From an optimization exercise on the open Yosys and OpenROAD flow, aimed at small area, a short achievable clock period and few clock cycles; shortcuts taken in it are not production practice.
In this exercise RTL edits were held to simulation tests only and were not proved equivalent to the original.

lagoon:
==> flow/design.v (excerpt) <==
module mips_top (
   input  wire        clk,
   input  wire        rst,
   output wire        wb_cyc_o,
   output wire        wb_stb_o,
   output wire        wb_we_o,
   output wire [29:0] wb_adr_o,
   output wire [3:0]  wb_sel_o,
   output wire [31:0] wb_dat_o,
   input  wire        wb_ack_i,
   input  wire [31:0] wb_dat_i,
   output wire        halted_o
);
   mips_core u_core (
      .clk      (clk),
      .rst      (rst),
      .cyc_o    (wb_cyc_o),
      .stb_o    (wb_stb_o),
      .we_o     (wb_we_o),
      .adr_o    (wb_adr_o),
      .sel_o    (wb_sel_o),
      .dat_o    (wb_dat_o),
      .ack_i    (wb_ack_i),
      .dat_i    (wb_dat_i),
      .halted_o (halted_o)
   );
endmodule
==> flow/config.mk <==
export PLATFORM = sky130hd
export DESIGN_NAME = mips_top
export DESIGN_NICKNAME = mips_top
export VERILOG_FILES = /design/flow/design.v
export SDC_FILE = /design/flow/constraint.sdc
export NUM_CORES = 4
export LEC_CHECK = 0
export CAP_MARGIN = 20
export CORE_MARGIN = 2
export CORE_UTILIZATION = 30
export CTS_BUF_LIST = sky130_fd_sc_hd__clkbuf_16
export CTS_CLUSTER_DIAMETER = 100
export CTS_CLUSTER_SIZE = 20
export PLACE_DENSITY = 0.4
export SLEW_MARGIN = 20
export TNS_END_PERCENT = 30
==> flow/constraint.sdc <==
create_clock -name core_clock -period 12.0 [get_ports {clk}]
set_input_delay 2.4000 -clock core_clock [delete_from_list [all_inputs] [get_ports {clk}]]
set_output_delay 2.4000 -clock core_clock [all_outputs]
set_load 0.01 [all_outputs]
standard.sh (not shown) runs the stock make flow with config.mk's settings and CLKGATE_MAP_FILE= SYNTH_SCRIPT=/design/flow/synth_recipe.tcl, a recipe that flattens the netlist after the stock synthesis.
==> flow/flow/run.sh <==
#!/bin/bash
# Standard layout (standard synthesis unchanged), with repair_timing aiming for
# a setup slack margin so the achieved period shrinks. Full make output goes to
# flow_make.log; each ORFS step also keeps its own log under orfs/logs.
set -euo pipefail
MARGIN=$(cat flow/margin.txt)
bash standard.sh SETUP_SLACK_MARGIN=$MARGIN finish > flow_make.log 2>&1
==> flow/flow/margin.txt <==
8.2
Testbench counts of lagoon, summed over its fixed seeds: cycles 65,900.
#### Input delta (sierra over lagoon)
- removing CTS_CLUSTER_SIZE (formerly 20)
- changing CORE_UTILIZATION from 30 to 35
- removing CTS_BUF_LIST (formerly sky130_fd_sc_hd__clkbuf_16)
- removing CTS_CLUSTER_DIAMETER (formerly 100)
- removing TNS_END_PERCENT (formerly 30)
==> comparison <==
Taking lagoon as the reference point, the cell count after placement of sierra falls by 380. Via density per instance in sierra vs lagoon: up 2.6%. The die used by sierra is smaller than the one used by lagoon. In sierra, the overall fraction of global-route tracks in use came out 7.2 points above the value in lagoon. sierra leaves more setup margin than lagoon. Across both runs, multi-input combinational area share was lower for sierra than for lagoon. Across both runs, total length of routed met3 wires was higher for sierra than for lagoon. Final core utilization: lagoon and sierra compared, higher one is sierra. sierra gives more maximum cell stage delay along the critical path than lagoon did. On setup TNS after final layout, sierra tracks lagoon almost exactly.
Here is what was changed in the inputs of violet compared with sierra.
- putting CTS_CLUSTER_SIZE at 24 where nothing was set
- swapping 35 for 30 in CORE_UTILIZATION
- putting CTS_CLUSTER_DIAMETER at 80 where nothing was set
- putting CTS_BUF_LIST at sky130_fd_sc_hd__clkbuf_16 where nothing was set
## What came out
violet: flow completed, timing, DRC and antenna clean. violet vs sierra, last element of the critical path: u_core.dat_q[27] vs u_core.adr_q[4]. In the reports for violet and sierra, the larger sequential cell area share belongs to violet. Compared with sierra, in violet total of fill cells in the finished design picked up an extra about 20%, maximum fanout along the worst path picked up an extra 22, detailed route wirelength on metal3 picked up an extra 9.1%. Between violet and sierra, the difference in clock insertion delay at the later pin of the skew report is negligible.
What juniper does differently from violet at the input level:
- CTS_CLUSTER_DIAMETER now 60, was 80
- CTS_CLUSTER_SIZE now 20, was 24
- CTS_BUF_LIST now sky130_fd_sc_hd__clkbuf_8 sky130_fd_sc_hd__clkbuf_16, was sky130_fd_sc_hd__clkbuf_16
Findings:
- From violet to juniper the numbers moved as follows: number of multi-input logic gates roughly the same; design area went up by about 1.1%; fmax did not really move; area growth from synthesis to layout went up by 1.4 points; first-pass GRT wire length flat.
- A cell with the largest stage delay on the worst path of fa_2 is what juniper shows, while and3_4 belongs to violet.
- Between juniper and violet, the layout net count figures differ only marginally.
- Relative to violet, the wire length of juniper is lower by 1400 microns.

-- port drivers added, routing unchanged --
The flow's constraints put no driver on any port. The routed layouts listed below were extracted and timed again, unchanged, in two steps. Step 1 (the two cells are an assumption about what drives the block):
set clk [get_ports {clk}]
set_driving_cell -lib_cell sky130_fd_sc_hd__clkbuf_16 $clk
set_driving_cell -lib_cell sky130_fd_sc_hd__buf_2 [delete_from_list [all_inputs] $clk]
Step 2 times the ports against the registers' clock, not the clock port: input delays grow and output delays shrink by t, the midpoint of the rising clock arrivals with the driver on. a / b / c = no drivers / after step 1 / after step 2; a / b = the first two.
run | t, ns | setup slack, ns | clock arrival spread, ns | worst register clock-pin slew, ns | pins driven straight from the clock port
lagoon | 0.858 | 7.957 / 7.950 / 7.092 | 0.051 / 0.050 | 0.10 / 0.10 | 1
sierra | 0.918 | 7.992 / 7.994 / 7.121 | 0.035 / 0.034 | 0.07 / 0.07 | 1
violet | 0.901 | 8.025 / 8.025 / 7.151 | 0.058 / 0.059 | 0.10 / 0.10 | 1
juniper | 0.939 | 8.014 / 8.020 / 7.082 | 0.060 / 0.061 | 0.09 / 0.09 | 1
After both steps setup and hold are still met in every run listed. The setup slack of juniper, which loses most, moves by +0.006 ns with the drivers and by -0.932 ns with both steps.
